From an optimization exercise on the open Yosys and OpenROAD flow, aimed at small area; shortcuts taken in it are not production practice.
The RTL was checked by simulation tests, not by an equivalence proof against the original design.
Power figures rest on the tool's default switching activity, not on a simulated workload.

==> flow/flow/run.sh <==
#!/bin/bash
# The standard flow with small port buffers and custom clock tree options.
set -uo pipefail
bash standard.sh \
  "BUFFER_PORTS_ARGS=-buffer_cell sky130_fd_sc_hd__buf_1" \
  "CTS_ARGS=-sink_clustering_enable -sink_clustering_levels 1 -sink_clustering_size 40 -sink_clustering_max_diameter 1000 -repair_clock_nets -dont_use_dummy_load -buf_list sky130_fd_sc_hd__clkbuf_8" \
  finish > standard.log 2>&1
==> flow/standard.sh <==
#!/bin/bash
# synth_recipe.tcl (not shown) runs the flow's synth.tcl, then flattens the netlist and writes it again
# the make line also repeats each setting of config.mk as NAME=value (left out here)
make -C /OpenROAD-flow-scripts/flow DESIGN_CONFIG=/design/flow/config.mk WORK_HOME=/design/flow/orfs CLKGATE_MAP_FILE= SYNTH_SCRIPT=/design/flow/synth_recipe.tcl "${@:-finish}"
==> flow/config.mk <==
export PLATFORM = sky130hd
export DESIGN_NAME = tea_keypad_top
export DESIGN_NICKNAME = tea_keypad_top
export VERILOG_FILES = /design/flow/design.v
export SDC_FILE = /design/flow/constraint.sdc
export NUM_CORES = 4
export LEC_CHECK = 0
export CAP_MARGIN = 20
export CORE_MARGIN = 2
export CORE_UTILIZATION = 40
export SLEW_MARGIN = 20
==> flow/constraint.sdc <==
create_clock -name core_clock -period 10.0 [get_ports {clk}]
set_input_delay 2.0000 -clock core_clock [delete_from_list [all_inputs] [get_ports {clk}]]
set_output_delay 2.0000 -clock core_clock [all_outputs]
set_load 0.01 [all_outputs]
==> flow/design.v <==
`timescale 1ns/1ps
package tea_pkg;
	typedef logic [31:0] word_t;
	typedef logic [7:0] scan_code_t;
	typedef logic [2:0] field_idx_t;  
	typedef logic [6:0] seg_t;        
	localparam word_t TEA_DELTA = 32'h9E37_79B9;
	localparam word_t TEA_DEC_SUM = 32'hC6EF_3720;  
	localparam int TEA_ROUNDS = 32;
	localparam int NUM_FIELDS = 6;
	localparam scan_code_t SC_ENTER = 8'h5A;
	localparam scan_code_t SC_SPACE = 8'h29;
	localparam scan_code_t SC_BREAK = 8'hF0;
	localparam scan_code_t SC_ESC = 8'h76;
	localparam scan_code_t SC_ENC = 8'h24;  
	localparam scan_code_t SC_DEC = 8'h23;  
	localparam logic [79:0] SC_DIGIT = {  
		8'h46, 8'h3E, 8'h3D, 8'h36, 8'h2E,
		8'h25, 8'h26, 8'h1E, 8'h16, 8'h45
	};
endpackage
`timescale 1ns/1ps
`timescale 1ns/1ps
`timescale 1ns/1ps
`timescale 1ns/1ps
`timescale 1ns/1ps
`timescale 1ns/1ps
import tea_pkg::*;
module tea_keypad_top (
	input logic clk,
	input logic resetFlag,
	input logic [7:0] scan_code,
	input logic scan_valid,
	output logic [6:0] hex0,
	output logic [6:0] hex1,
	output logic [6:0] hex2,
	output logic [6:0] hex3,
	output logic [6:0] hex4,
	output logic [6:0] hex5,
	output logic [7:0] ledr
);
	localparam logic [2:0] ST_ENTRY = 3'd0, ST_LWAIT = 3'd1, ST_WAITE = 3'd2,
		ST_WAITD = 3'd3, ST_ENC = 3'd4, ST_DEC = 3'd5;
	logic after_break, space_down;
	logic [2:0] field;
	logic [2:0] state;
	logic [3:0] op_v0, op_v1, k0, k1, k2, k3;
	logic make, esc, kill;
	logic dig_valid;
	logic [3:0] dig;
	assign make = scan_valid && scan_code != SC_BREAK && !after_break;
	assign esc = make && scan_code == SC_ESC;
	assign kill = resetFlag || esc;
	always_comb begin
		dig_valid = 1'b0;
		dig = '0;
		for (int i = 0; i < 10; i++) begin
			if (scan_code == SC_DIGIT[8*i +: 8]) begin
				dig_valid = 1'b1;
				dig = 4'(i);
			end
		end
	end
	logic [3:0] bitcnt;
	logic [5:0] rnd;
	logic half;
	logic go;
	logic busy, dec, last_bit, end_rnd, done;
	logic disp_zero;
	assign busy = state == ST_ENC || state == ST_DEC;
	assign dec = state == ST_DEC;
	assign last_bit = bitcnt == 4'd15;
	assign end_rnd = dec ? rnd == 6'd0 && !half : rnd == 6'd32 && half;
	assign done = go && last_bit && end_rnd;
	logic wr;
	assign wr = scan_valid && state == ST_ENTRY && dig_valid;
	always_ff @(posedge clk) begin
		if (resetFlag)
			bitcnt <= '0;
		else
			bitcnt <= bitcnt + 4'd1;
	end
	always_ff @(posedge clk) begin
		if (kill) begin
			after_break <= 1'b0;
			space_down <= 1'b0;
		end else if (scan_valid) begin
			after_break <= scan_code == SC_BREAK;
			if (make)
				space_down <= scan_code == SC_SPACE;
		end
	end
	logic clr;
	logic [3:0] wdata;
	logic [5:0] fld_we;
	assign clr = kill || (done && dec);
	assign wdata = clr ? 4'd0 : dig;
	always_comb begin
		for (int f = 0; f < 6; f++)
			fld_we[f] = clr || (wr && field == 3'(f));
	end
	always_ff @(posedge clk) begin
		if (fld_we[0]) op_v0 <= wdata;
		if (fld_we[1]) op_v1 <= wdata;
		if (fld_we[2]) k0 <= wdata;
		if (fld_we[3]) k1 <= wdata;
		if (fld_we[4]) k2 <= wdata;
		if (fld_we[5]) k3 <= wdata;
	end
	always_ff @(posedge clk) begin
		if (clr)
			field <= '0;
		else if (scan_valid && state == ST_ENTRY && make && scan_code == SC_SPACE &&
		         !space_down && field != 3'd5)
			field <= field + 3'd1;
	end
	always_ff @(posedge clk) begin
		if (kill) begin
			state <= ST_ENTRY;
			go <= 1'b0;
			disp_zero <= 1'b1;
		end else begin
			if (scan_valid) begin
				case (state)
					ST_ENTRY: if (scan_code == SC_ENTER) state <= ST_LWAIT;
					ST_LWAIT: if (scan_code != SC_ENTER) state <= scan_code == SC_ENC ? ST_ENC : ST_WAITE;
					ST_WAITE: if (scan_code == SC_ENC) state <= ST_ENC;
					ST_WAITD: if (scan_code == SC_DEC) state <= ST_DEC;
					default: ;
				endcase
				if ((state == ST_LWAIT || state == ST_WAITE) && scan_code == SC_ENC) begin
					rnd <= 6'd0;
					half <= 1'b0;
					disp_zero <= 1'b0;
				end
				if (state == ST_WAITD && scan_code == SC_DEC) begin
					rnd <= 6'd33;
					half <= 1'b1;
				end
			end
			if (busy && last_bit) begin
				if (!go)
					go <= 1'b1;
				else if (end_rnd) begin
					go <= 1'b0;
					state <= dec ? ST_ENTRY : ST_WAITD;
				end else begin
					half <= !half;
					if (half)
						rnd <= dec ? rnd - 6'd1 : rnd + 6'd1;
				end
			end
		end
	end
	logic [31:0] v0q, v1q;
	logic init, nullp, khi;
	assign init = !dec && rnd == 6'd0;           
	assign nullp = dec && (rnd == 6'd0 || rnd == 6'd33);
	assign khi = half ^ dec;                      
	logic [31:0] s_reg;
	logic [1:0] t_bits;
	logic [3:0] ka, kb;
	assign s_reg = v1q;
	assign t_bits = v0q[1:0];
	assign ka = khi ? k2 : k0;
	assign kb = khi ? k3 : k1;
	logic first;
	assign first = bitcnt == 4'd0;
	localparam logic [15:0] DELTA_EV = 16'b0110011111010101;
	localparam logic [15:0] DELTA_OD = 16'b1011010101101110;
	localparam logic [15:0] SHR_OK_EV = 16'b0011111111111111;  
	localparam logic [15:0] SHR_OK_OD = 16'b0001111111111111;
	logic lowc;  
	assign lowc = bitcnt[3:1] == 3'd0;
	logic [5:0] acc_q, acc;
	logic [7:0] xsum;
	logic [1:0] t_add;
	always_comb begin
		acc = first ? 6'd0 : acc_q;
		xsum = {2'b00, acc}
			+ (DELTA_EV[bitcnt] ? {2'b00, rnd} : 8'd0)
			+ (DELTA_OD[bitcnt] ? {1'b0, rnd, 1'b0} : 8'd0)
			+ {6'd0, s_reg[1:0]};
		t_add = xsum[1:0];
	end
	logic cb_q, ct_q;
	logic cb, ct;
	logic [1:0] t_new;
	always_comb begin
		logic shl, shr_s, kbb, mix;
		cb = first ? 1'b0 : cb_q;
		ct = first ? dec : ct_q;
		for (int l = 0; l < 2; l++) begin
			shl = lowc ? ka[{bitcnt[0], 1'(l)}] : v0q[28 + l];  
			shr_s = (l == 0 ? SHR_OK_EV[bitcnt] : SHR_OK_OD[bitcnt]) & s_reg[5 + l];
			kbb = lowc & kb[{bitcnt[0], 1'(l)}];
			mix = (shl ^ t_add[l] ^ shr_s ^ kbb ^ cb) & !nullp;
			cb = (shr_s & kbb) | (shr_s & cb) | (kbb & cb);
			mix = mix ^ dec;
			t_new[l] = t_bits[l] ^ mix ^ ct;
			ct = (t_bits[l] & mix) | (t_bits[l] & ct) | (mix & ct);
		end
	end
	always_ff @(posedge clk) begin
		acc_q <= xsum[7:2];
		cb_q <= cb;
		ct_q <= ct;
	end
	logic [3:0] op;
	logic [1:0] v0_in, v1_in;
	assign op = half ? op_v1 : op_v0;
	assign v0_in = v1q[1:0];
	assign v1_in = !init ? t_new : bitcnt == 4'd0 ? op[1:0] : bitcnt == 4'd1 ? op[3:2] : 2'b00;
	logic en_lo;
	assign en_lo = go || disp_zero;
	always_ff @(posedge clk) begin
		if (go) begin
			v0q <= {v0_in, v0q[31:2]};
			v1q <= {v1_in, v1q[31:2]};
		end else begin
			v0q[31:16] <= {v0q[17:16], v0q[31:18]};
			v1q[31:16] <= {v1q[17:16], v1q[31:18]};
			if (en_lo) begin
				v0q[15:0] <= {2'b00, v0q[15:2]};
				v1q[15:0] <= {2'b00, v1q[15:2]};
			end
		end
	end
	function automatic logic [6:0] hex_seg(input logic [3:0] n);
		logic d, c, b, a;
		{d, c, b, a} = n;
		hex_seg[0] = (~d & ~c & ~b & a) | (~d & c & ~b & ~a) | (d & ~c & b & a) | (d & c & ~b & a);
		hex_seg[1] = (c & b & ~a) | (d & b & a) | (d & c & ~a) | (~d & c & ~b & a);
		hex_seg[2] = (d & c & ~a) | (d & c & b) | (~d & ~c & b & ~a);
		hex_seg[3] = (~c & ~b & a) | (~d & c & ~b & ~a) | (c & b & a) | (d & ~c & b & ~a);
		hex_seg[4] = (~d & a) | (~d & c & ~b) | (~c & ~b & a);
		hex_seg[5] = (~d & ~c & a) | (~d & ~c & b) | (~d & b & a) | (d & c & ~b & a);
		hex_seg[6] = (~d & ~c & ~b) | (~d & c & b & a) | (d & c & ~b & ~a);
	endfunction
	assign hex0 = hex_seg(v0q[3:0]);
	assign hex1 = hex_seg(v0q[7:4]);
	assign hex2 = hex_seg(v0q[11:8]);
	assign hex3 = hex_seg(v1q[3:0]);
	assign hex4 = hex_seg(v1q[7:4]);
	assign hex5 = hex_seg(v1q[11:8]);
	assign ledr = {v1q[15:12], v0q[15:12]};
endmodule
==> reports/metrics.csv, run 1 <==
metric,value,unit
cp_common_cell,fa_1,
drv_slew,0,
antenna_found_initial,0,
drc,0,
numPlacedInstances,888,
status,finished clean,
end_kind,flip-flop,
die_h,130.0,µm
synthFlopType,edfxtp_1,
yosys_warnings,1,
grt_overflow,0,
wl,11840,µm
yosysSeqAreaShare,0.4682,
drive_gt1_frac,0.05080,
vias,4542,
dp_hpwl,8837,µm
h-tree-depth,4,
grt_util_met1,0.1925,
worstSetupPathType,flip-flop to flip-flop,
cts_root_buf,clkbuf_8,
worstSkewPairLatency,0.41,ns
vias_per_cell,5.019,
worst-r2r-setup-slack,5.50,ns
hold_buffers,0,
area_delta_synth_final,8.335,%
die_width,130.0,µm
period_share,0.4504,
met2_usage,0.2331,
grt_pass1_vias,3987,
ant_nets,0,
top_usage_layer,met2,
first_pass_iters,5,
synthDistinctLibCells,68,
syn_avg_cell_area,9.754,µm²
finalSetupTns,0,ns
power.density,146.7,nW/µm²
hold_viol_final,0,
max_cap_violations,0,
finClkSkew,0.02662,ns
final_util,0.4378,
cts_sinks,117,
synth_seq_cells,117,
crit_chain,inv_1 > ha_1 > nor3_1 > a21oi_1 > mux2_2 > nand2_1 > fa_1 > fa_1 > xnor2_1 > xnor2_2 > xnor2_1 > mux2_1 > fa_1 > o211ai_1 > o21ai_1,
rsz0062_at_grt,no,
ios,61,
period_needed,4.504,ns
synth_enable_flop_cells,63,
grt_pass1_wl,19260,µm
dieArea,16900,µm²
final_area,6879,µm²
cts_buffers,17,
track_usage,0.1441,
syn_area,6350,µm²
worst_pin_slew,0.7645,ns
fin_cells,905,
grt_util_met3,0.03116,
grt_max_degree,33,
port_buffers,60,
syn_nets,692,
synthCells,651,
drt_iter0_markers,245,
totalPowerFinal,1009,µW
vdd_ir_drop_max,0.00006494,V
cp_slowest_cell,dfxtp_1,
routedWlPerCell,13.08,µm
core,15710,µm²
rows,46,
place_area,6645,µm²
arrival,4.77,ns
cp-start-kind,flip-flop,
cts_tree,yes,
cts.clk_slew.worst_paths,0.07,ns
max_stage_delay,0.57,ns
initial_core_util,0.4041,
required,10.27,ns
nets,732,
place_congestion,0.8664,
post-cts-setup-buffers,0,
cts_buffer_depth,2,
relSlewSlack,0.4903,
async_reset_ff_frac,0,
cts_resized,0,
fmax,222.0,MHz
antenna_cells,0,
crit_fanout,10,
hp-class,flip-flop to flip-flop,
total_leakage_power,0.002685,µW
setup_viol,0,
flip-flops by register name, indices dropped and copies added (netlist names), 3 cells and up:
register and count:
acc_q 6, bitcnt 4, field 3, k0 4
k1 4, k2 4, k3 4, op_v0 4
op_v1 4, rnd 6, state 3, v0q 32
v1q 32
routing by layer:
| metal | vias up | share of wire |
|---|---|---|
| met5 | - | 0 |
| met3 | 4 | 0.043 |
| met2 | 82 | 0.47 |
| met1 | 2106 | 0.48 |
| li1 | 2350 | - |
| met4 | 0 | 0.0046 |
layout by cell type (no fill, tap or decap), types with 3 or more instances in the layout:
master	netlist	layout
a21o_1	6	6
nor3_1	21	21
a211oi_1	3	3
o211ai_1	3	3
xor2_1	8	8
ha_1	20	20
a21oi_1	40	40
nand2b_1	17	17
fa_1	10	10
nand4_1	5	5
o21ai_1	12	12
clkbuf_8	0	17
nor2_1	47	47
o21bai_1	3	3
inv_1	44	44
o31ai_1	4	4
o21a_1	5	5
nand3_1	18	18
o21ai_0	48	48
a22o_1	5	5
and2_1	12	12
mux2_2	5	5
nand2_1	62	62
o22ai_1	9	9
edfxtp_1	63	63
buf_1	2	60
dfxtp_1	54	54
o32ai_1	5	5
nor2b_1	12	12
xnor2_1	16	16
mux2i_1	14	14
cell usage after synthesis (12+ instances only):
master / n / share of area
edfxtp_1: 63 / 0.30
nand2_1: 62 / 0.037
dfxtp_1: 54 / 0.17
o21ai_0: 48 / 0.038
nor2_1: 47 / 0.028
inv_1: 44 / 0.026
a21oi_1: 40 / 0.032
clkbuf_1: 23 / 0.014
nor3_1: 21 / 0.017
ha_1: 20 / 0.039
nand3_1: 18 / 0.014
nand2b_1: 17 / 0.017
xnor2_1: 16 / 0.022
mux2i_1: 14 / 0.022
and2_1: 12 / 0.012
nor2b_1: 12 / 0.012
o21ai_1: 12 / 0.0095
cell type report:
cell class              count  area [µm²]
repair buffers             60       225.2
clock buffers              17       234.0
inverters                  46       186.4
well taps                 216       270.3
multi-input cells         449        2990
flip-flops and latches    117        2973
fillers                  1510        8833
metrics by stage:
step           worst slack, ns  hold slack (ns)
3_5_place_dp             5.528           0.3121
6_report                 5.496           0.2987
5_1_grt                  5.147           0.3111
4_1_cts                  5.468           0.3035
3_3_place_gp             5.638           0.3100
2_1_floorplan            5.937           0.3096
worst max-delay path: cells and delay by family (launching register included):
kind / cells / cell delay [ns]
AO/OA/AOI/OAI: 3 / 0.33
XOR/XNOR: 3 / 0.57
adder cells (fa/ha/maj): 4 / 1.70
buffers and inverters: 1 / 0.15
flip-flops: 1 / 0.57
multiplexers: 2 / 0.69
AND/OR/NAND/NOR: 2 / 0.36
where the power goes:
part	leakage, µW	switching [µW]	internal [µW]
Clock	0.000122	144	149
Combinational	0.00142	91.7	80.2
Sequential	0.00115	15.5	530
Total	0.00269	251	758
final timing paths:
path / startpoint / cells after the start / endpoint
min reg2reg: v1q[20] / 0 / v1q[18]
max reg2reg: bitcnt[0] / 15 / v1q[31]
min: v1q[20] / 0 / v1q[18]
max: bitcnt[0] / 15 / v1q[31]
logic make-up (layout without fill, tap and decap cells):
group                    after synthesis  count (layout)  share of synthesized area
AND/OR/NAND/NOR                      214             214                     0.1687
multiplexers                          23              23                    0.04394
flip-flops                           117             117                     0.4682
XOR/XNOR                              26              26                    0.04000
adder cells (fa/ha/maj)               31              31                    0.07251
buffers and inverters                 85             123                    0.06089
AO/OA/AOI/OAI                        155             155                     0.1458
==> inputs of run 2 (changes only) <==
==> flow/flow/run.sh (replaced) <==
#!/bin/bash
# The standard flow with small port buffers and custom clock tree options.
set -uo pipefail
bash standard.sh \
  "BUFFER_PORTS_ARGS=-buffer_cell sky130_fd_sc_hd__buf_1" \
  "CTS_ARGS=-sink_clustering_enable -repair_clock_nets -dont_use_dummy_load -buf_list sky130_fd_sc_hd__clkbuf_4" \
  finish > standard.log 2>&1
==> run 2 against run 1 <==
Effect of this change: still clean; worst hold slack got worse by 0.011 ns; global-route usage increased by 0.14 points; cell count unchanged; register-to-register slack got worse by 0.04 ns; non-clock buffer count unchanged; critical path type unchanged; critical endpoint unchanged.
==> reports/metrics.csv, run 2 <==
metric,value,unit,change
worstSkewPairLatency,0.51,ns,was 0.41 ns
hp-class,flip-flop to flip-flop,,unchanged
cts_resized,0,,unchanged
worstSetupPathType,flip-flop to flip-flop,,unchanged
cts_buffers,17,,unchanged
ios,61,,unchanged
relSlewSlack,0.5044,,was 0.4903
antenna_found_initial,0,,unchanged
worst-r2r-setup-slack,5.46,ns,was 5.50 ns
place_congestion,0.8664,,unchanged
port_buffers,60,,unchanged
setup_viol,0,,unchanged
r2r_end,v1q[31],,unchanged
max_stage_delay,0.59,ns,was 0.57 ns
synth.top_cells.by_count,"63 x edfxtp_1, 62 x nand2_1, 54 x dfxtp_1",,unchanged
drive_gt1_frac,0.05080,,unchanged
fill_cells,1528,,was 1510
cts_tree,yes,,unchanged
vdd_ir_drop_max,0.00006540,V,was 0.00006494 V
cts_buffer_depth,2,,unchanged
post-cts-setup-buffers,0,,unchanged
nets,732,,unchanged
arrival,4.90,ns,was 4.77 ns
finalSetupTns,0,ns,unchanged
synthFlopType,edfxtp_1,,unchanged
hold_ws,0.2873,ns,was 0.2987 ns
rows,46,,unchanged
biggestRegsByFlops,"v0q: 32 flops, v1q: 32 flops",,unchanged
vias,4572,,was 4542
dp_hpwl,8837,µm,unchanged
die_width,130.0,µm,unchanged
hold_buffers,0,,unchanged
first_pass_iters,4,,was 5
grt_pass1_wl,19260,µm,about the same
synth_mux_area_frac,0.04394,,unchanged
synth_fa_ha_area_frac,0.07251,,unchanged
reg2reg_depth,15,,unchanged
layout_common_cells,"63 x edfxtp_1, 62 x nand2_1, 60 x buf_1",,unchanged
period_needed,4.541,ns,was 4.504 ns
yosys.area.top_type,edfxtp_1,,unchanged
critPathLaunch,bitcnt[0],,unchanged
ys_top_cells_by_area,"edfxtp_1 30%, dfxtp_1 17%, ha_1 3.9%",,unchanged
dieArea,16900,µm²,unchanged
crit_family,adder cells,,unchanged
yosys_warnings,1,,unchanged
ant_nets,0,,unchanged
syn_nets,692,,unchanged
die_h,130.0,µm,unchanged
cp-start-kind,flip-flop,,unchanged
path_buf_inv,1,,unchanged
total_leakage_power,0.002641,µW,was 0.002685 µW
drt_iter0_markers,226,,was 245
async_reset_ff_frac,0,,unchanged
preCtsSetupSlack,5.528,ns,unchanged
drc,0,,unchanged
synth_xor_area_frac,0.04000,,unchanged
crit_chain,inv_1 > ha_1 > nor3_1 > a21oi_1 > mux2_2 > nand2_1 > fa_1 > fa_1 > xnor2_1 > xnor2_2 > xnor2_1 > mux2_1 > fa_1 > o211ai_1 > o21ai_1,,unchanged
wl,11940,µm,was 11840 µm
fin_ws,5.459,ns,was 5.496 ns
routedWlPerCell,13.19,µm,was 13.08 µm
cts.clk_slew.worst_paths,0.11,ns,was 0.07 ns
synth_most_common_cell,edfxtp_1,,unchanged
min_delay_path_depth,0,,unchanged
synth_seq_cells,117,,unchanged
initial_core_util,0.4041,,unchanged
area_delta_synth_final,6.660,%,was 8.335%
max_cap_violations,0,,unchanged
antenna_cells,0,,unchanged
cts_sinks,117,,unchanged
synth_enable_flop_cells,63,,unchanged
synth-simple-area-share,0.1687,,unchanged
required,10.36,ns,was 10.27 ns
cts_root_buf,clkbuf_4,,was clkbuf_8
synthCells,651,,unchanged
hold_end,v1q[18],,unchanged
worst_pin_slew,0.7434,ns,was 0.7645 ns
grt_max_degree,33,,unchanged
synth_top_family_by_area,simple AND/OR/NAND/NOR gates,,unchanged
crit_fanout,10,,unchanged
status,finished clean,,unchanged
synthDistinctLibCells,68,,unchanged
power.density,137.3,nW/µm²,was 146.7 nW/µm²
finClkSkew,0.04767,ns,was 0.02662 ns
cp_slowest_cell,dfxtp_1,,unchanged
track_usage,0.1455,,was 0.1441
synth_top_area_frac,0.2979,,unchanged
syn_area,6350,µm²,unchanged
vias_per_cell,5.052,,was 5.019
cp_common_cell,fa_1,,unchanged
core,15710,µm²,unchanged
syn_avg_cell_area,9.754,µm²,unchanged
fmax,220.2,MHz,was 222.0 MHz
h-tree-depth,4,,unchanged
synth_compound_area_frac,0.1458,,unchanged
grt_pass1_vias,3976,,was 3987
period_share,0.4541,,was 0.4504
grt_overflow,0,,unchanged
hp-start,v1q[20],,unchanged
end_kind,flip-flop,,unchanged
drv_slew,0,,unchanged
final_common_cell,edfxtp_1,,unchanged
rsz0062_at_grt,no,,unchanged
hold_viol_final,0,,unchanged
yosysSeqAreaShare,0.4682,,unchanged
r2r-start,bitcnt[0],,unchanged
-- run 2: changes by cell type in the layout (fill, tap and decap cells not counted) --
cell,before,now
clkbuf_4,0,17
clkbuf_8,17,0
-- run 2: logic make-up after synthesis --
logic type,count (synthesis)
buffers and inverters,85
DFF,117
xor gates and xnor gates,26
adders and majority gates,31
muxes,23
AOI/OAI and AO/OA,155
and+or+nand+nor,214
-- run 2: per-stage QoR --
| step | power [µW] | utilization | instance area [µm²] | instances |
|---|---|---|---|---|
| finish | 930.1 | 0.4310 | 6773 | 905 |
| global route | 987.4 | 0.4310 | 6773 | 905 |
| CTS | 944.1 | 0.4310 | 6773 | 905 |
| detailed placement | 727.1 | 0.4229 | 6645 | 888 |
| global placement | 723.0 | 0.4229 | 6645 | 888 |
| floorplan | 690.4 | - | 6350 | 651 |
-- run 2: per-layer routing --
layer	wire, µm	part of all wire	vias up	GRT usage
met5	0	0	-	0
met4	136	0.011	0	0.04238
met3	537	0.045	12	0.04469
met2	5503	0.46	90	0.2319
met1	5759	0.48	2114	0.1922
li1	-	-	2356	-
-- run 2: worst max-delay path by stage --
stage / endpoint / slack, ns / cells past startpoint
after floorplan: v1q[31] / 5.94 / 16
after global routing: v1q[31] / 5.12 / 15
after detailed placement: v1q[31] / 5.53 / 15
after CTS: v1q[31] / 5.45 / 15
after global placement: v1q[31] / 5.64 / 15
final: v1q[31] / 5.46 / 15
-- run 2: worst register-to-register path, stage by stage (launching register included) --
cell and delay, ns:
dfxtp_1 0.59, inv_1 0.15, ha_1 0.27, nor3_1 0.26, a21oi_1 0.07, mux2_2 0.33, nand2_1 0.10, fa_1 0.46
fa_1 0.51, xnor2_1 0.29, xnor2_2 0.15, xnor2_1 0.14, mux2_1 0.36, fa_1 0.46, o211ai_1 0.18, o21ai_1 0.08
-- run 2: final cells by class --
cell class	count	area, µm²	area share
Sequential cell	117	2973	0.4389
Multi-Input combinational cell	449	2990	0.4415
Timing Repair Buffer	60	225.2	0.03325
Tap cell	216	270.3	0.03990
Inverter	46	186.4	0.02753
Clock buffer	17	127.6	0.01884
-- run 2: power by group --
group	leakage [µW]	switching (µW)	internal, µW
clock network	0.0000782	137	77.5
logic	0.00142	91.8	80.2
registers	0.00115	15.4	528
total	0.00264	244	686
==> inputs of run 3 (changes only) <==
==> flow/flow/run.sh (replaced) <==
#!/bin/bash
# The standard flow with small port buffers and custom clock tree options.
set -uo pipefail
bash standard.sh \
  "BUFFER_PORTS_ARGS=-buffer_cell sky130_fd_sc_hd__buf_1" \
  "CTS_ARGS=-repair_clock_nets -dont_use_dummy_load -buf_list sky130_fd_sc_hd__clkbuf_8" \
  finish > standard.log 2>&1
==> run 3 against run 2 <==
Effect of this change: still clean; fmax increased by 0.84%; synthesized area is the same; die area unchanged; worst hold slack better by 0.011 ns; routed wire length fell by 0.84%; utilization is 0.68 points higher; register-to-register slack better by 0.04 ns; cell count did not move; clock skew shrank 0.021 ns; synthesized cell count unchanged; critical path type unchanged; critical endpoint unchanged; largest cell class unchanged.
==> reports/metrics.csv, run 3 <==
metric,value,unit,change
status,finished clean,,unchanged
yosys.area.top_type,edfxtp_1,,unchanged
antenna_found_initial,0,,unchanged
cts_tree,yes,,unchanged
synth.top_cells.by_count,"63 x edfxtp_1, 62 x nand2_1, 54 x dfxtp_1",,unchanged
intPower,758.4,µW,was 686.1 µW
cts_sinks,117,,unchanged
cts_root_buf,clkbuf_8,,was clkbuf_4
hold_end,v1q[18],,unchanged
hp-class,flip-flop to flip-flop,,unchanged
p_sw,251.0,µW,was 244.0 µW
syn_area,6350,µm²,unchanged
layout_common_cells,"63 x edfxtp_1, 62 x nand2_1, 60 x buf_1",,unchanged
drv_slew,0,,unchanged
fmax,222.0,MHz,was 220.2 MHz
crit_fanout,10,,unchanged
relSlewSlack,0.4903,,was 0.5044
register_area,2973,µm²,unchanged
nets,732,,unchanged
synthFlopType,edfxtp_1,,unchanged
antenna_cells,0,,unchanged
post-cts-setup-buffers,0,,unchanged
vdd_ir_drop_max,0.00006494,V,was 0.00006540 V
pwr-share-clk,0.290,,was 0.230
ys_top_cells_by_area,"edfxtp_1 30%, dfxtp_1 17%, ha_1 3.9%",,unchanged
max_cap_violations,0,,unchanged
required,10.27,ns,was 10.36 ns
synth_enable_flop_cells,63,,unchanged
arrival,4.77,ns,was 4.90 ns
hold_viol_final,0,,unchanged
die_h,130.0,µm,unchanged
synthCells,651,,unchanged
grt_pass1_vias,3987,,was 3976
die_width,130.0,µm,unchanged
cts.clk_slew.worst_paths,0.07,ns,was 0.11 ns
power.density,146.7,nW/µm²,was 137.3 nW/µm²
r2r-start,bitcnt[0],,unchanged
worstSkewPairLatency,0.41,ns,was 0.51 ns
p_sw_frac,0.2487,,was 0.2624
synth_most_common_cell,edfxtp_1,,unchanged
dieArea,16900,µm²,unchanged
drc,0,,unchanged
area_delta_synth_final,8.335,%,was 6.660%
period_needed,4.504,ns,was 4.541 ns
r2r_end,v1q[31],,unchanged
end_kind,flip-flop,,unchanged
synth_top_area_frac,0.2979,,unchanged
synth_seq_cells,117,,unchanged
syn_avg_cell_area,9.754,µm²,unchanged
vias_per_cell,5.019,,was 5.052
first_pass_iters,5,,was 4
grt_overflow,0,,unchanged
syn_nets,692,,unchanged
place_congestion,0.8664,,unchanged
ant_nets,0,,unchanged
drive_gt1_frac,0.05080,,unchanged
finClkSkew,0.02662,ns,was 0.04767 ns
rsz0062_at_grt,no,,unchanged
biggestRegsByFlops,"v0q: 32 flops, v1q: 32 flops",,unchanged
worst-r2r-setup-slack,5.50,ns,was 5.46 ns
hold_ws,0.2987,ns,was 0.2873 ns
finalSetupTns,0,ns,unchanged
routedWlPerCell,13.08,µm,was 13.19 µm
track_usage,0.1441,,was 0.1455
cp-start-kind,flip-flop,,unchanged
total_leakage_power,0.002685,µW,was 0.002641 µW
comb_power_share,0.170,,was 0.185
async_reset_ff_frac,0,,unchanged
ios,61,,unchanged
initial_core_util,0.4041,,unchanged
vias,4542,,was 4572
yosys_warnings,1,,unchanged
final_common_cell,edfxtp_1,,unchanged
period_share,0.4504,,was 0.4541
grt_pass1_wl,19260,µm,about the same
drt_iter0_markers,245,,was 226
reg2reg_depth,15,,unchanged
cts_resized,0,,unchanged
rows,46,,unchanged
h-tree-depth,4,,unchanged
min_delay_path_depth,0,,unchanged
setup_viol,0,,unchanged
port_buffers,60,,unchanged
grt_max_degree,33,,unchanged
cts_buffers,17,,unchanged
worst_pin_slew,0.7645,ns,was 0.7434 ns
wl,11840,µm,was 11940 µm
fill_cells,1510,,was 1528
cts_buffer_depth,2,,unchanged
hp-start,v1q[20],,unchanged
dp_hpwl,8837,µm,unchanged
power.share.sequential,0.540,,was 0.585
synthDistinctLibCells,68,,unchanged
multi_input_area,2990,µm²,unchanged
yosysSeqAreaShare,0.4682,,unchanged
worstSetupPathType,flip-flop to flip-flop,,unchanged
core,15710,µm²,unchanged
hold_buffers,0,,unchanged
==> run 3: cell counts after synthesis <==
Identical to the previous run, type by type.
==> run 3: cells by family after synthesis <==
family / count (synthesis) / share of synthesized area
compound gates: 155 / 0.1458
xor+xnor: 26 / 0.04000
fa+ha+maj: 31 / 0.07251
buf+inv: 85 / 0.06089
flops: 117 / 0.4682
mux: 23 / 0.04394
simple gates: 214 / 0.1687
==> run 3: worst max-delay path by stage <==
stage	start	to	slack, ns	depth (start not counted)
after floorplan	bitcnt[0]	v1q[31]	5.94	16
after global placement	bitcnt[0]	v1q[31]	5.64	15
after detailed placement	bitcnt[0]	v1q[31]	5.53	15
after CTS	bitcnt[0]	v1q[31]	5.47	15
after global routing	bitcnt[0]	v1q[31]	5.15	15
final	bitcnt[0]	v1q[31]	5.50	15
==> run 3: final cells by class <==
class	count	area share
clock buffers	17	0.03401
inverters	46	0.02710
flip-flops and latches	117	0.4322
multi-input cells	449	0.4347
repair buffers	60	0.03274
well taps	216	0.03929
==> run 3: worst max-delay path: stages, from the launching register on <==
cell	delay, ns
dfxtp_1	0.57
inv_1	0.15
ha_1	0.27
nor3_1	0.26
a21oi_1	0.07
mux2_2	0.33
nand2_1	0.10
fa_1	0.46
fa_1	0.51
xnor2_1	0.28
xnor2_2	0.15
xnor2_1	0.14
mux2_1	0.36
fa_1	0.46
o211ai_1	0.18
o21ai_1	0.08
==> run 3: stage by stage <==
step | setup slack (ns) | std cells | total power, µW | area (µm²) | util
floorplan | 5.937 | 651 | 690.4 | 6350 | -
finish | 5.496 | 905 | 1009 | 6879 | 0.4378
global route | 5.147 | 905 | 1069 | 6879 | 0.4378
detailed placement | 5.528 | 888 | 727.1 | 6645 | 0.4229
global placement | 5.638 | 888 | 723.0 | 6645 | 0.4229
CTS | 5.468 | 905 | 1028 | 6879 | 0.4378
==> run 3: metal layers <==
layer	vias up	share of wire	GRT usage
met5	-	0	0
met4	0	0.0046	0.04997
met3	4	0.043	0.03116
met2	82	0.47	0.2331
met1	2106	0.48	0.1925
li1	2350	-	-
==> run 3: power by group through the flow <==
stage,combinational [µW],sequential [µW],clock (µW)
after floorplan,145,545,0
after global placement,169,554,0
after detailed placement,173,554,0
after CTS,175,545,308
after global routing,195,548,325
final,172,545,292
==> inputs of run 4 (changes only) <==
==> flow/flow/run.sh (replaced) <==
#!/bin/bash
# Layout flow: the standard synthesis, then an area-oriented re-mapping of
# the combinational logic (registers kept as they are), then the standard
# floorplan-to-finish with small port buffers and a clock tree without dummy
# loads. Every tool writes its own log in this folder (ORFS steps also keep
# theirs under orfs/logs/).
set -uo pipefail
R=orfs/results/$FLOW_PLATFORM/tea_keypad_top/base
LIB=$FLOW_HOME/platforms/$FLOW_PLATFORM/lib/sky130_fd_sc_hd__tt_025C_1v80.lib

# 1. standard synthesis
bash standard.sh synth > synth.log 2>&1 || { echo "synthesis failed"; exit 1; }
cp $R/1_2_yosys.v std_netlist.v

# 2. re-map combinational logic for area; flip-flops stay black boxes
DONT_USE=$(sed -n '/DONT_USE_CELLS += /,/^$/p' $FLOW_HOME/platforms/$FLOW_PLATFORM/config.mk \
  | grep -o 'sky130_fd_sc_hd__[a-z0-9_]*' | sed 's/^/-dont_use /' | tr '\n' ' ')
sed -e "s#@LIB@#$LIB#g" -e "s#@DONT_USE@#$DONT_USE#g" flow/remap.ys.in > remap.ys
yosys -s remap.ys > remap.log 2>&1
ok=$?

# 3. prove the re-mapped netlist equal to the standard one; else keep the standard one
if [[ $ok -eq 0 ]]; then
  sed -e "s#@LIB@#$LIB#g" flow/equiv.ys.in > equiv.ys
  yosys -s equiv.ys > equiv.log 2>&1
  ok=$?
fi
if [[ $ok -eq 0 ]]; then
  grep -o 'sky130_fd_sc_hd__[a-z0-9_]*df[a-z0-9_]* [^ ]*' std_netlist.v | sort > regs_std.log
  grep -o 'sky130_fd_sc_hd__[a-z0-9_]*df[a-z0-9_]* [^ ]*' remap.v | sort > regs_remap.log
  cmp -s regs_std.log regs_remap.log || ok=1
fi
if [[ $ok -eq 0 ]]; then
  echo "using re-mapped netlist" > choice.log
  cp remap.v $R/1_2_yosys.v
  rm -f $R/1_synth.odb $R/1_synth.sdc
else
  echo "using standard netlist" > choice.log
fi

# 4. floorplan to finish
bash standard.sh \
  "BUFFER_PORTS_ARGS=-buffer_cell sky130_fd_sc_hd__buf_1" \
  "CTS_ARGS=-sink_clustering_enable -repair_clock_nets -dont_use_dummy_load -buf_list sky130_fd_sc_hd__clkbuf_4" \
  finish > standard.log 2>&1
==> flow/flow/area.abc (new file) <==
strash
&get -n
&deepsyn -T 30
&put
dch -f
amap
==> flow/flow/equiv.ys.in (new file) <==
# combinational equivalence of the two netlists, registers matched by name
read_liberty -ignore_miss_func @LIB@
read_verilog std_netlist.v
rename tea_keypad_top gold
read_verilog remap.v
rename tea_keypad_top gate
hierarchy -check
flatten gold gate
rename -hide w:_*
rename -hide c:_*
opt_clean
equiv_make gold gate eq
hierarchy -top eq
equiv_simple -seq 2
equiv_induct
equiv_status -assert
==> flow/flow/remap.ys.in (new file) <==
# cells as logic, except the sequential ones, which stay black boxes
read_liberty -ignore_miss_func @LIB@
blackbox sky130_fd_sc_hd__df* sky130_fd_sc_hd__edf* sky130_fd_sc_hd__sdf* sky130_fd_sc_hd__sedf* sky130_fd_sc_hd__dl*
read_verilog std_netlist.v
hierarchy -top tea_keypad_top
flatten
opt -purge
abc -script flow/area.abc -liberty @LIB@ @DONT_USE@
opt_clean -purge
hilomap -singleton -hicell sky130_fd_sc_hd__conb_1 HI -locell sky130_fd_sc_hd__conb_1 LO
insbuf -buf sky130_fd_sc_hd__buf_4 A X
splitnets
opt_clean -purge
tee -o remap_stat.log stat -liberty @LIB@
select tea_keypad_top
write_verilog -noattr -noexpr -nohex -nodec -selected remap.v
==> run 4 against run 3 <==
Effect of this change: non-clock buffer count up 3; sequential share of layout area up 6.6 points; worst hold slack better by 0.015 ns; cell area down 13%; still clean; sequential power about the same; fmax down 27%; setup slack worse by 1.7 ns; utilization up 1.3 points; sequential cell count unchanged.
==> reports/metrics.csv, run 4 <==
metric,value,unit,change
status,finished clean,,unchanged
required,10.17,ns,was 10.27 ns
crit_family,compound AO/OA/AOI/OAI gates,,was adder cells
fmax,161.0,MHz,was 222.0 MHz
cp_common_cell,clkinv_1,,was fa_1
worstSetupPathType,input port to flip-flop,,was flip-flop to flip-flop
cts_sinks,117,,unchanged
worst_pin_slew,0.9752,ns,was 0.7645 ns
arrival,6.38,ns,was 4.77 ns
port_buffers,60,,unchanged
cts_buffers,17,,unchanged
end_kind,flip-flop,,unchanged
ant_nets,0,,unchanged
cts.clk_slew.worst_paths,0.10,ns,was 0.07 ns
final_common_cell,nor2_1,,was edfxtp_1
wl_met3,604,µm,was 506 µm
antenna_cells,0,,unchanged
antenna_found_initial,0,,unchanged
hp-start,v1q[31],,was v1q[20]
power.density,148.7,nW/µm²,was 146.7 nW/µm²
synthCells,615,,was 651
period_needed,6.210,ns,was 4.504 ns
cts_root_buf,clkbuf_4,,was clkbuf_8
initial_core_util,0.4103,,was 0.4041
grt_pass1_wl,19230,µm,was 19260 µm
area_delta_synth_final,9.855,%,was 8.335%
wl,11910,µm,was 11840 µm
r2r-start,bitcnt[3],,was bitcnt[0]
syn_nets,626,,was 692
reg2reg_depth,20,,was 15
core,13240,µm²,was 15710 µm²
path_buf_inv,5,,was 1
max_cap_violations,0,,unchanged
finalSetupTns,0,ns,unchanged
dieArea,14530,µm²,was 16900 µm²
vias,4551,,was 4542
final_util,0.4508,,was 0.4378
grt_overflow,0,,unchanged
drv_slew,0,,unchanged
dp_hpwl,8926,µm,was 8837 µm
period_share,0.6210,,was 0.4504
hold_buffers,0,,unchanged
vdd_ir_drop_max,0.00007487,V,was 0.00006494 V
drt_iter0_markers,328,,was 245
hold_end,v1q[29],,was v1q[18]
ios,61,,unchanged
crit_fanout,9,,was 10
track_usage,0.1688,,was 0.1441
min_delay_path_depth,0,,unchanged
syn_avg_cell_area,8.836,µm²,was 9.754 µm²
cts_tree,yes,,unchanged
max_stage_delay,0.81,ns,was 0.57 ns
finClkSkew,0.03343,ns,was 0.02662 ns
cts_buffer_depth,2,,unchanged
cp_slowest_cell,a31oi_1,,was dfxtp_1
wl_met1,5543,µm,was 5688 µm
yosys_warnings,1,,unchanged
biggestRegsByFlops,"v0q: 32 flops, v1q: 32 flops",,unchanged
highest_layer,met4,,unchanged
grt_pass1_vias,4151,,was 3987
routedWlPerCell,13.80,µm,was 13.08 µm
relSlewSlack,0.3469,,was 0.4903
cp-start-kind,input port,,was flip-flop
r2r_end,v1q[31],,unchanged
grt_max_degree,33,,unchanged
die_width,120.6,µm,was 130.0 µm
post-cts-setup-buffers,0,,unchanged
worstSkewPairLatency,0.51,ns,was 0.41 ns
setup_viol,0,,unchanged
h-tree-depth,4,,unchanged
crit_chain,buf_1 > clkinv_1 > nor3_1 > clkinv_1 > o41ai_1 > nor2_1 > a31oi_1 > clkinv_1 > a21oi_1 > clkinv_1 > or2_0 > nor4_1,,was inv_1 > ha_1 > nor3_1 > a21oi_1 > mux2_2 > nand2_1 > fa_1 > fa_1 > xnor2_1 > xnor2_2 > xnor2_1 > mux2_1 > fa_1 > o211ai_1 > o21ai_1
rows,42,,was 46
syn_area,5434,µm²,was 6350 µm²
total_leakage_power,0.002118,µW,was 0.002685 µW
met2WireLength,5525,µm,was 5586 µm
drc,0,,unchanged
cts_resized,0,,unchanged
drive_gt1_frac,0.02911,,was 0.05080
hold_viol_final,0,,unchanged
layout_common_cells,"127 x nor2_1, 76 x clkinv_1, 63 x edfxtp_1",,"was 63 x edfxtp_1, 62 x nand2_1, 60 x buf_1"
nets,700,,was 732
place_congestion,0.9165,,was 0.8664
hp-class,flip-flop to flip-flop,,unchanged
vias_per_cell,5.273,,was 5.019
fill_cells,1308,,was 1510
first_pass_iters,5,,unchanged
die_h,120.6,µm,was 130.0 µm
rsz0062_at_grt,no,,unchanged
worst-r2r-setup-slack,5.58,ns,was 5.50 ns
-- run 4: power by group --
part	switching [µW]	total [µW]	internal [µW]
logic	81.0	126	45.4
clock network	142	220	77.5
registers	12.6	542	529
total	236	888	652
-- run 4: worst reg2reg max path, stage by stage (launching register included) --
cell,delay (ns)
dfxtp_1,0.34
nor3_1,0.39
clkinv_1,0.26
nor2_1,0.51
clkinv_1,0.42
nor2_1,0.36
a22o_1,0.19
a221oi_1,0.06
o21ai_0,0.13
o21ai_0,0.14
a21oi_1,0.23
nor2_1,0.06
a21oi_1,0.23
nor2_1,0.07
a21oi_1,0.24
o22ai_1,0.13
nand2_1,0.10
o21a_1,0.14
nand2_1,0.07
o211ai_1,0.10
o221ai_1,0.13
-- run 4: per-stage QoR --
step	hold slack, ns	total power, µW	setup WS, ns	std cells	area (µm²)
finish	0.3140	887.9	3.790	863	5969
global route	0.3168	940.1	3.197	863	5969
CTS	0.3184	895.0	3.819	863	5969
detailed placement	0.3121	677.6	3.303	846	5842
global placement	0.3106	674.4	3.620	846	5842
floorplan	0.3096	645.7	4.586	615	5434
-- run 4: final cells by class --
| type | instances | area [µm²] | share of cell area |
|---|---|---|---|
| inverters | 76 | 285.3 | 0.04779 |
| multi-input cells | 414 | 2116 | 0.3544 |
| flip-flops and latches | 117 | 2973 | 0.4980 |
| repair buffers | 63 | 247.7 | 0.04150 |
| well taps | 176 | 220.2 | 0.03689 |
| clock buffers | 17 | 127.6 | 0.02138 |
-- run 4: how the worst max path moves through the flow --
stage / startpoint / to / slack, ns / cells after the start
after floorplan: scan_code[3] / k0[3] / 4.59 / 12
after global placement: scan_code[4] / k2[3] / 3.62 / 12
after detailed placement: scan_code[4] / k0[3] / 3.30 / 12
after CTS: scan_code[4] / k1[3] / 3.82 / 12
after global routing: scan_code[4] / k1[3] / 3.20 / 12
final: scan_code[4] / k1[3] / 3.79 / 12
-- run 4: per-layer routing --
| metal | vias up | track usage |
|---|---|---|
| li1 | 2343 | - |
| met3 | 19 | 0.05519 |
| met2 | 130 | 0.2751 |
| met1 | 2059 | 0.2114 |
| met5 | - | 0 |
| met4 | 0 | 0.05669 |
==> inputs of run 5 (changes only) <==
--- a/flow/design.v
+++ b/flow/design.v
@@ -41,5 +41,5 @@
 );
 	localparam logic [2:0] ST_ENTRY = 3'd0, ST_LWAIT = 3'd1, ST_WAITE = 3'd2,
-		ST_WAITD = 3'd3, ST_ENC = 3'd4, ST_DEC = 3'd5;
+		ST_WAITD = 3'd3, ST_ENC = 3'd4, ST_ENC_GO = 3'd5, ST_DEC = 3'd6, ST_DEC_GO = 3'd7;
 	logic after_break, space_down;
 	logic [2:0] field;
@@ -67,7 +67,8 @@
 	logic go;
 	logic busy, dec, last_bit, end_rnd, done;
+	assign go = state[2] && state[0];
 	logic disp_zero;
-	assign busy = state == ST_ENC || state == ST_DEC;
-	assign dec = state == ST_DEC;
+	assign busy = state[2];
+	assign dec = state[2] && state[1];
 	assign last_bit = bitcnt == 4'd15;
 	assign end_rnd = dec ? rnd == 6'd0 && !half : rnd == 6'd32 && half;
@@ -118,5 +119,4 @@
 		if (kill) begin
 			state <= ST_ENTRY;
-			go <= 1'b0;
 			disp_zero <= 1'b1;
 		end else begin
@@ -141,7 +141,6 @@
 			if (busy && last_bit) begin
 				if (!go)
-					go <= 1'b1;
+					state[0] <= 1'b1;
 				else if (end_rnd) begin
-					go <= 1'b0;
 					state <= dec ? ST_ENTRY : ST_WAITD;
 				end else begin
==> run 5 against run 4 <==
Effect of this change: synthesized cell count fell by 2.9%; register-to-register slack got worse by 0.29 ns; largest power group unchanged; clock power fell by 5%; sequential power barely moved; die area fell by 1.8%; combinational power rose by 12%; non-clock buffer count fell by 1; first-iteration DRC count fell by 13%; critical path depth rose by 11; sequential cell count fell by 1; via count fell by 2.2%.
==> reports/metrics.csv, run 5 <==
metric,value,unit,change
finalSetupTns,0,ns,unchanged
grt_pass1_vias,4060,,was 4151
track_usage,0.1668,,was 0.1688
setup_viol,0,,unchanged
die_h,119.5,µm,was 120.6 µm
hp-class,flip-flop to flip-flop,,unchanged
p_sw_frac,0.2668,,was 0.2659
core,13140,µm²,was 13240 µm²
period_share,0.4708,,was 0.6210
crit_chain,clkinv_1 > nor2_1 > clkinv_1 > o22ai_1 > clkinv_1 > nand2_1 > clkinv_1 > a22oi_1 > nand2_1 > o21ai_0 > nor2_1 > a21oi_1 > nor2_1 > a21oi_1 > nor2_1 > a21oi_1 > o21ai_0 > nand2_1 > o21ai_0 > nor2_1 > a21oi_1 > or2_0 > a31oi_1,,was buf_1 > clkinv_1 > nor3_1 > clkinv_1 > o41ai_1 > nor2_1 > a31oi_1 > clkinv_1 > a21oi_1 > clkinv_1 > or2_0 > nor4_1
worst-r2r-setup-slack,5.29,ns,was 5.58 ns
pwr-share-clk,0.234,,was 0.248
arrival,5.16,ns,was 6.38 ns
wl,11300,µm,was 11910 µm
antenna_found_initial,0,,unchanged
drc,0,,unchanged
final_area,5862,µm²,was 5969 µm²
drt_iter0_markers,284,,was 328
place_congestion,0.9242,,was 0.9165
rows,42,,unchanged
grt_overflow,0,,unchanged
met2_usage,0.2639,,was 0.2751
intPower,654.7,µW,was 651.9 µW
finClkSkew,0.05588,ns,was 0.03343 ns
cp-start-kind,flip-flop,,was input port
dp_hpwl,8539,µm,was 8926 µm
rsz0062_at_grt,no,,unchanged
power.density,152.3,nW/µm²,was 148.7 nW/µm²
biggestRegsByFlops,"v0q: 32 flops, v1q: 32 flops",,unchanged
die_width,119.5,µm,was 120.6 µm
cp_common_cell,nor2_1,,was clkinv_1
antenna_cells,0,,unchanged
layout_common_cells,"136 x nor2_1, 66 x clkinv_1, 63 x edfxtp_1",,"was 127 x nor2_1, 76 x clkinv_1, 63 x edfxtp_1"
drv_slew,0,,unchanged
ant_nets,0,,unchanged
cp_slowest_cell,dfxtp_1,,was a31oi_1
grt_util_met3,0.04262,,was 0.05519
port_buffers,60,,unchanged
cts.clk_slew.worst_paths,0.12,ns,was 0.10 ns
initial_core_util,0.4060,,was 0.4103
drive_gt1_frac,0.02844,,was 0.02911
worst_pin_slew,0.8981,ns,was 0.9752 ns
p_sw,238.3,µW,was 236.1 µW
numPlacedInstances,827,,was 846
grt_pass1_wl,18800,µm,was 19230 µm
end_kind,flip-flop,,unchanged
hold_viol_final,0,,unchanged
hold_buffers,0,,unchanged
max_cap_violations,0,,unchanged
yosys_warnings,1,,unchanged
vias_per_cell,5.276,,was 5.273
h-tree-depth,4,,unchanged
ios,61,,unchanged
routedWlPerCell,13.39,µm,was 13.80 µm
synthCells,597,,was 615
vias,4453,,was 4551
top_usage_layer,met2,,unchanged
final_util,0.4462,,was 0.4508
crit_family,compound AO/OA/AOI/OAI gates,,unchanged
crit_fanout,8,,was 9
nets,681,,was 700
path_buf_inv,4,,was 5
max_stage_delay,0.55,ns,was 0.81 ns
first_pass_iters,6,,was 5
fin_cells,844,,was 863
grt_max_degree,33,,unchanged
status,finished clean,,unchanged
power.share.sequential,0.609,,was 0.610
worstSkewPairLatency,0.52,ns,was 0.51 ns
cts_buffer_depth,2,,unchanged
dieArea,14270,µm²,was 14530 µm²
post-cts-setup-buffers,0,,unchanged
cts_buffers,17,,unchanged
place_area,5734,µm²,was 5842 µm²
worstSetupPathType,flip-flop to flip-flop,,was input port to flip-flop
cts_root_buf,clkbuf_4,,unchanged
cts_tree,yes,,unchanged
grt_util_met1,0.2104,,was 0.2114
relSlewSlack,0.3958,,was 0.3469
period_needed,4.708,ns,was 6.210 ns
totalPowerFinal,893.0,µW,was 887.9 µW
fmax,212.4,MHz,was 161.0 MHz
comb_power_share,0.158,,was 0.142
vdd_ir_drop_max,0.00004932,V,was 0.00007487 V
syn_area,5334,µm²,was 5434 µm²
final_common_cell,nor2_1,,unchanged
cts_resized,0,,unchanged
cts_sinks,116,,was 117
syn_nets,608,,was 626
syn_avg_cell_area,8.934,µm²,was 8.836 µm²
required,10.45,ns,was 10.17 ns
total_leakage_power,0.002038,µW,was 0.002118 µW
area_delta_synth_final,9.899,%,was 9.855%
==> run 5: power groups by stage <==
stage	Sequential [µW]	Clock, µW	Combinational, µW
after floorplan	548	0	109
after global placement	554	0	136
after global routing	547	241	161
final	544	209	141
after detailed placement	554	0	140
after CTS	544	221	140
==> run 5: area by class of cell <==
type                    instances  area, µm²
clock buffers                  17      127.6
inverters                      66      247.7
multi-input cells             407       2073
well taps                     176      220.2
flip-flops and latches        116       2953
repair buffers                 62      240.2
fillers                      1287       7276
==> run 5: final timing paths <==
| path | from | endpoint | cells past startpoint |
|---|---|---|---|
| setup / recovery | state[1] | v1q[31] | 23 |
| hold reg to reg | v0q[26] | v0q[24] | 0 |
| setup reg to reg | state[1] | v1q[31] | 23 |
| hold / removal | v0q[26] | v0q[24] | 0 |
==> run 5: per-stage QoR <==
stage	setup WS, ns	hold slack, ns
after floorplan	5.788	0.3096
after global placement	5.164	0.3102
after detailed placement	4.940	0.3121
after CTS	5.343	0.3006
after global routing	4.812	0.2940
final	5.292	0.2999
==> run 5: metal layers <==
layer  up-vias  routed length (µm)
li1       2266                   -
met1      2019                5399
met2       141                5087
met3        27                 557
met4         0                 257
met5         -                   0
==> run 5: worst register-to-register path: stages, from the launching register on <==
cell and delay (ns):
dfxtp_1 0.55, clkinv_1 0.32, nor2_1 0.51, clkinv_1 0.34
o22ai_1 0.27, clkinv_1 0.19, nand2_1 0.12, clkinv_1 0.11
a22oi_1 0.32, nand2_1 0.12, o21ai_0 0.14, nor2_1 0.06
a21oi_1 0.16, nor2_1 0.07, a21oi_1 0.17, nor2_1 0.06
a21oi_1 0.18, o21ai_0 0.14, nand2_1 0.10, o21ai_0 0.11
nor2_1 0.15, a21oi_1 0.09, or2_0 0.23, a31oi_1 0.19
==> inputs of run 6 (changes only) <==
--- a/flow/design.v
+++ b/flow/design.v
@@ -43,7 +43,6 @@
 		ST_WAITD = 3'd3, ST_ENC = 3'd4, ST_ENC_GO = 3'd5, ST_DEC = 3'd6, ST_DEC_GO = 3'd7;
 	logic after_break, space_down;
-	logic [2:0] field;
 	logic [2:0] state;
-	logic [3:0] op_v0, op_v1, k0, k1, k2, k3;
+	logic [3:0] op_v0, op_v1, k0, k1, k2, k3;  
 	logic make, esc, kill;
 	logic dig_valid;
@@ -63,14 +62,20 @@
 	end
 	logic [3:0] bitcnt;
+	logic [6:0] cnt;
 	logic [5:0] rnd;
 	logic half;
+	logic [2:0] field;
+	assign rnd = cnt[6:1];
+	assign half = cnt[0] ^ dec;
+	assign field = cnt[2:0];
 	logic go;
 	logic busy, dec, last_bit, end_rnd, done;
 	assign go = state[2] && state[0];
-	logic disp_zero;
+	logic disp_zero;  
+	assign disp_zero = cnt[3];
 	assign busy = state[2];
 	assign dec = state[2] && state[1];
 	assign last_bit = bitcnt == 4'd15;
-	assign end_rnd = dec ? rnd == 6'd0 && !half : rnd == 6'd32 && half;
+	assign end_rnd = dec ? cnt == 7'd1 : cnt == 7'd65;
 	assign done = go && last_bit && end_rnd;
 	logic wr;
@@ -102,6 +107,4 @@
 	end
 	always_ff @(posedge clk) begin
-		if (fld_we[0]) op_v0 <= wdata;
-		if (fld_we[1]) op_v1 <= wdata;
 		if (fld_we[2]) k0 <= wdata;
 		if (fld_we[3]) k1 <= wdata;
@@ -109,16 +112,14 @@
 		if (fld_we[5]) k3 <= wdata;
 	end
-	always_ff @(posedge clk) begin
-		if (clr)
-			field <= '0;
-		else if (scan_valid && state == ST_ENTRY && make && scan_code == SC_SPACE &&
-		         !space_down && field != 3'd5)
-			field <= field + 3'd1;
-	end
+	logic fld_step;
+	assign fld_step = scan_valid && state == ST_ENTRY && make && scan_code == SC_SPACE &&
+		!space_down && field != 3'd5;
 	always_ff @(posedge clk) begin
 		if (kill) begin
 			state <= ST_ENTRY;
-			disp_zero <= 1'b1;
+			cnt <= 7'd8;  
 		end else begin
+			if (fld_step)
+				cnt <= cnt + 7'd1;
 			if (scan_valid) begin
 				case (state)
@@ -130,11 +131,8 @@
 				endcase
 				if ((state == ST_LWAIT || state == ST_WAITE) && scan_code == SC_ENC) begin
-					rnd <= 6'd0;
-					half <= 1'b0;
-					disp_zero <= 1'b0;
+					cnt <= 7'd0;
 				end
 				if (state == ST_WAITD && scan_code == SC_DEC) begin
-					rnd <= 6'd33;
-					half <= 1'b1;
+					cnt <= 7'd66;
 				end
 			end
@@ -144,8 +142,8 @@
 				else if (end_rnd) begin
 					state <= dec ? ST_ENTRY : ST_WAITD;
+					if (dec)
+						cnt <= 7'd0;
 				end else begin
-					half <= !half;
-					if (half)
-						rnd <= dec ? rnd - 6'd1 : rnd + 6'd1;
+					cnt <= dec ? cnt - 7'd1 : cnt + 7'd1;
 				end
 			end
@@ -156,5 +154,5 @@
 	assign init = !dec && rnd == 6'd0;           
 	assign nullp = dec && (rnd == 6'd0 || rnd == 6'd33);
-	assign khi = half ^ dec;                      
+	assign khi = cnt[0];                          
 	logic [31:0] s_reg;
 	logic [1:0] t_bits;
@@ -201,9 +199,18 @@
 		end
 	end
-	always_ff @(posedge clk) begin
-		acc_q <= xsum[7:2];
-		cb_q <= cb;
-		ct_q <= ct;
-	end
+	logic dp_run;
+	assign dp_run = go && !init;
+	always_ff @(posedge clk) begin
+		if (fld_we[0])
+			acc_q[3:0] <= wdata;
+		else if (dp_run)
+			acc_q[3:0] <= xsum[5:2];
+		if (fld_we[1])
+			{acc_q[5:4], cb_q, ct_q} <= wdata;
+		else if (dp_run)
+			{acc_q[5:4], cb_q, ct_q} <= {xsum[7:6], cb, ct};
+	end
+	assign op_v0 = acc_q[3:0];
+	assign op_v1 = {acc_q[5:4], cb_q, ct_q};
 	logic [3:0] op;
 	logic [1:0] v0_in, v1_in;
--- a/flow/flow/run.sh
+++ b/flow/flow/run.sh
@@ -42,4 +42,4 @@
 bash standard.sh \
   "BUFFER_PORTS_ARGS=-buffer_cell sky130_fd_sc_hd__buf_1" \
-  "CTS_ARGS=-sink_clustering_enable -repair_clock_nets -dont_use_dummy_load -buf_list sky130_fd_sc_hd__clkbuf_4" \
+  "CTS_ARGS=-sink_clustering_enable -repair_clock_nets -dont_use_dummy_load -root_buf sky130_fd_sc_hd__clkbuf_16 -buf_list sky130_fd_sc_hd__clkbuf_4" \
   finish > standard.log 2>&1
==> run 6 against run 5 <==
Effect of this change: still clean on timing, DRC and antenna; cell count up 1.7%; cell area down 0.45%; critical path depth down 11; critical path type is now input port to flip-flop; critical endpoint is now acc_q[0].
==> reports/metrics.csv, run 6 <==
metric,value,unit,change
status,finished clean,,unchanged
cts_buffers,9,,was 17
intPower,637.9,µW,was 654.7 µW
cp-start-kind,input port,,was flip-flop
cts_resized,0,,unchanged
finalSetupTns,0,ns,unchanged
first_pass_iters,5,,was 6
place_area,5609,µm²,was 5734 µm²
worstSetupPathType,input port to flip-flop,,was flip-flop to flip-flop
layout_common_cells,"141 x nor2_1, 93 x clkinv_1, 60 x buf_1",,"was 136 x nor2_1, 66 x clkinv_1, 63 x edfxtp_1"
relSlewSlack,0.3640,,was 0.3958
grt_util_met3,0.02703,,was 0.04262
biggestRegsByFlops,"v0q: 32 flops, v1q: 32 flops, cnt: 7 flops",,"was v0q: 32 flops, v1q: 32 flops"
p_sw,184.9,µW,was 238.3 µW
antenna_found_initial,0,,unchanged
fin_cells,858,,was 844
final_util,0.4606,,was 0.4462
hp-class,flip-flop to flip-flop,,unchanged
grt_util_met1,0.2302,,was 0.2104
power.share.sequential,0.561,,was 0.609
vdd_ir_drop_max,0.00005787,V,was 0.00004932 V
synthCells,624,,was 597
area_delta_synth_final,11.77,%,was 9.899%
period_share,0.5334,,was 0.4708
drv_slew,0,,unchanged
min_delay_path_depth,0,,unchanged
comb_power_share,0.090,,was 0.158
p_sw_frac,0.2247,,was 0.2668
drt_iter0_markers,346,,was 284
vias,4665,,was 4453
reg2reg_depth,18,,was 23
wl,12840,µm,was 11300 µm
finClkSkew,0.01705,ns,was 0.05588 ns
final_common_cell,nor2_1,,unchanged
numPlacedInstances,849,,was 827
syn_nets,635,,was 608
die_h,118.3,µm,was 119.5 µm
routedWlPerCell,14.96,µm,was 13.39 µm
dieArea,13980,µm²,was 14270 µm²
total_leakage_power,0.002042,µW,was 0.002038 µW
antenna_cells,0,,unchanged
die_width,118.3,µm,was 119.5 µm
vias_per_cell,5.437,,was 5.276
initial_core_util,0.4121,,was 0.4060
rows,41,,was 42
grt_overflow,0,,unchanged
ios,61,,unchanged
setup_viol,0,,unchanged
max_cap_violations,0,,unchanged
place_congestion,0.8899,,was 0.9242
h-tree-depth,3,,was 4
grt_max_degree,33,,unchanged
drc,0,,unchanged
yosys_warnings,1,,unchanged
hold_viol_final,0,,unchanged
track_usage,0.1817,,was 0.1668
grt_pass1_wl,20400,µm,was 18800 µm
nets,699,,was 681
ant_nets,0,,unchanged
port_buffers,60,,unchanged
required,10.10,ns,was 10.45 ns
drive_gt1_frac,0.01458,,was 0.02844
end_kind,flip-flop,,unchanged
syn_area,5221,µm²,was 5334 µm²
fmax,187.5,MHz,was 212.4 MHz
met2_usage,0.3049,,was 0.2639
rsz0062_at_grt,no,,unchanged
worstSkewPairLatency,0.35,ns,was 0.52 ns
worst_pin_slew,0.9417,ns,was 0.8981 ns
fill_cells,1290,,was 1287
period_needed,5.334,ns,was 4.708 ns
cts_sinks,104,,was 116
hold_ws,0.3121,ns,was 0.2999 ns
dp_hpwl,10020,µm,was 8539 µm
grt_pass1_vias,4287,,was 4060
cts_buffer_depth,2,,unchanged
core,12670,µm²,was 13140 µm²
final_area,5836,µm²,was 5862 µm²
power.density,141.0,nW/µm²,was 152.3 nW/µm²
crit_fanout,8,,unchanged
cts_tree,yes,,unchanged
post-cts-setup-buffers,0,,unchanged
cts_root_buf,clkbuf_16,,was clkbuf_4
arrival,5.43,ns,was 5.16 ns
syn_avg_cell_area,8.367,µm²,was 8.934 µm²
top_usage_layer,met2,,unchanged
hold_buffers,0,,unchanged
cts.clk_slew.worst_paths,0.07,ns,was 0.12 ns
pwr-share-clk,0.350,,was 0.234
run 6: through the flow:
step           setup WS [ns]  power, µW
3_3_place_gp           4.328      539.9
5_1_grt                4.069      856.2
4_1_cts                4.428      830.8
3_5_place_dp           4.053      541.8
6_report               4.666      822.8
2_1_floorplan          5.158      520.7
run 6: layout make-up:
type / instances / area (µm²) / share of cell area
repair buffers: 61 / 232.7 / 0.03988
well taps: 172 / 215.2 / 0.03688
multi-input cells: 419 / 2171 / 0.3720
inverters: 93 / 349.1 / 0.05982
flip-flops and latches: 104 / 2643 / 0.4528
clock buffers: 9 / 225.2 / 0.03859
run 6: layer usage:
layer	vias to the layer above	routed length [µm]
met5	-	0
met4	0	331
met3	26	672
met2	175	5970
met1	2122	5864
li1	2342	-
run 6: power by group through the flow:
stage,Sequential (µW),Clock [µW],Combinational [µW]
2_1_floorplan,468,0,53.1
3_3_place_gp,470,0,70.2
3_5_place_dp,470,0,71.7
4_1_cts,461,298,72.1
5_1_grt,461,312,83.3
6_report,461,288,73.7
run 6: worst max-delay path, stage by stage:
cell	delay (ns)
buf_1	0.14
clkinv_1	0.16
nor4_1	0.43
a31oi_1	0.17
nor2b_1	0.18
a31oi_1	0.22
clkinv_1	0.16
a31oi_1	0.39
clkinv_1	0.35
nor3_1	0.71
o41ai_1	0.30
o32a_1	0.23
run 6: path summary, 6_finish.rpt:
check	from	end	slack (ns)
max	scan_code[5]	acc_q[0]	4.67
min	v1q[26]	v1q[24]	0.31
max reg2reg	bitcnt[0]	acc_q[4]	5.09
min reg2reg	v1q[26]	v1q[24]	0.31

-- what the ideal ports hide --
The flow's constraints put no driver on any port. The routed layouts listed below were extracted and timed again, unchanged, in two steps.
Step 1, drivers: a clkbuf_16 drives clk and a buf_2 each remaining input, both assumed.
Step 2 moves the port delays by t, midway between the first and last clock arrival at a register: inputs arrive t later, outputs are due t later. That takes back most of the time a late clock gives input paths.
Slacks: ideal ports / drivers / drivers and shift; pairs: ideal ports / drivers.
run	t, ns	slack for setup (ns)	clock arrival spread, ns	slew at the worst register clock pin (ns)	worst data-port slew with drivers (ns)
run 1	0.426	5.496 / 5.496 / 5.496	0.027 / 0.027	0.07 / 0.07	0.03
run 2	0.518	5.459 / 5.459 / 5.459	0.048 / 0.048	0.11 / 0.11	0.03
run 3	0.426	5.496 / 5.496 / 5.496	0.027 / 0.027	0.07 / 0.07	0.03
run 4	0.530	3.790 / 3.802 / 3.272	0.034 / 0.034	0.10 / 0.10	0.03
run 5	0.523	5.292 / 5.292 / 4.954	0.056 / 0.056	0.12 / 0.12	0.03
run 6	0.375	4.666 / 4.678 / 4.303	0.017 / 0.018	0.07 / 0.07	0.03
After both steps setup and hold are still met in every run listed. For run 4, which loses most, drivers alone change the setup slack by +0.012 ns; drivers and shift together by -0.518 ns.
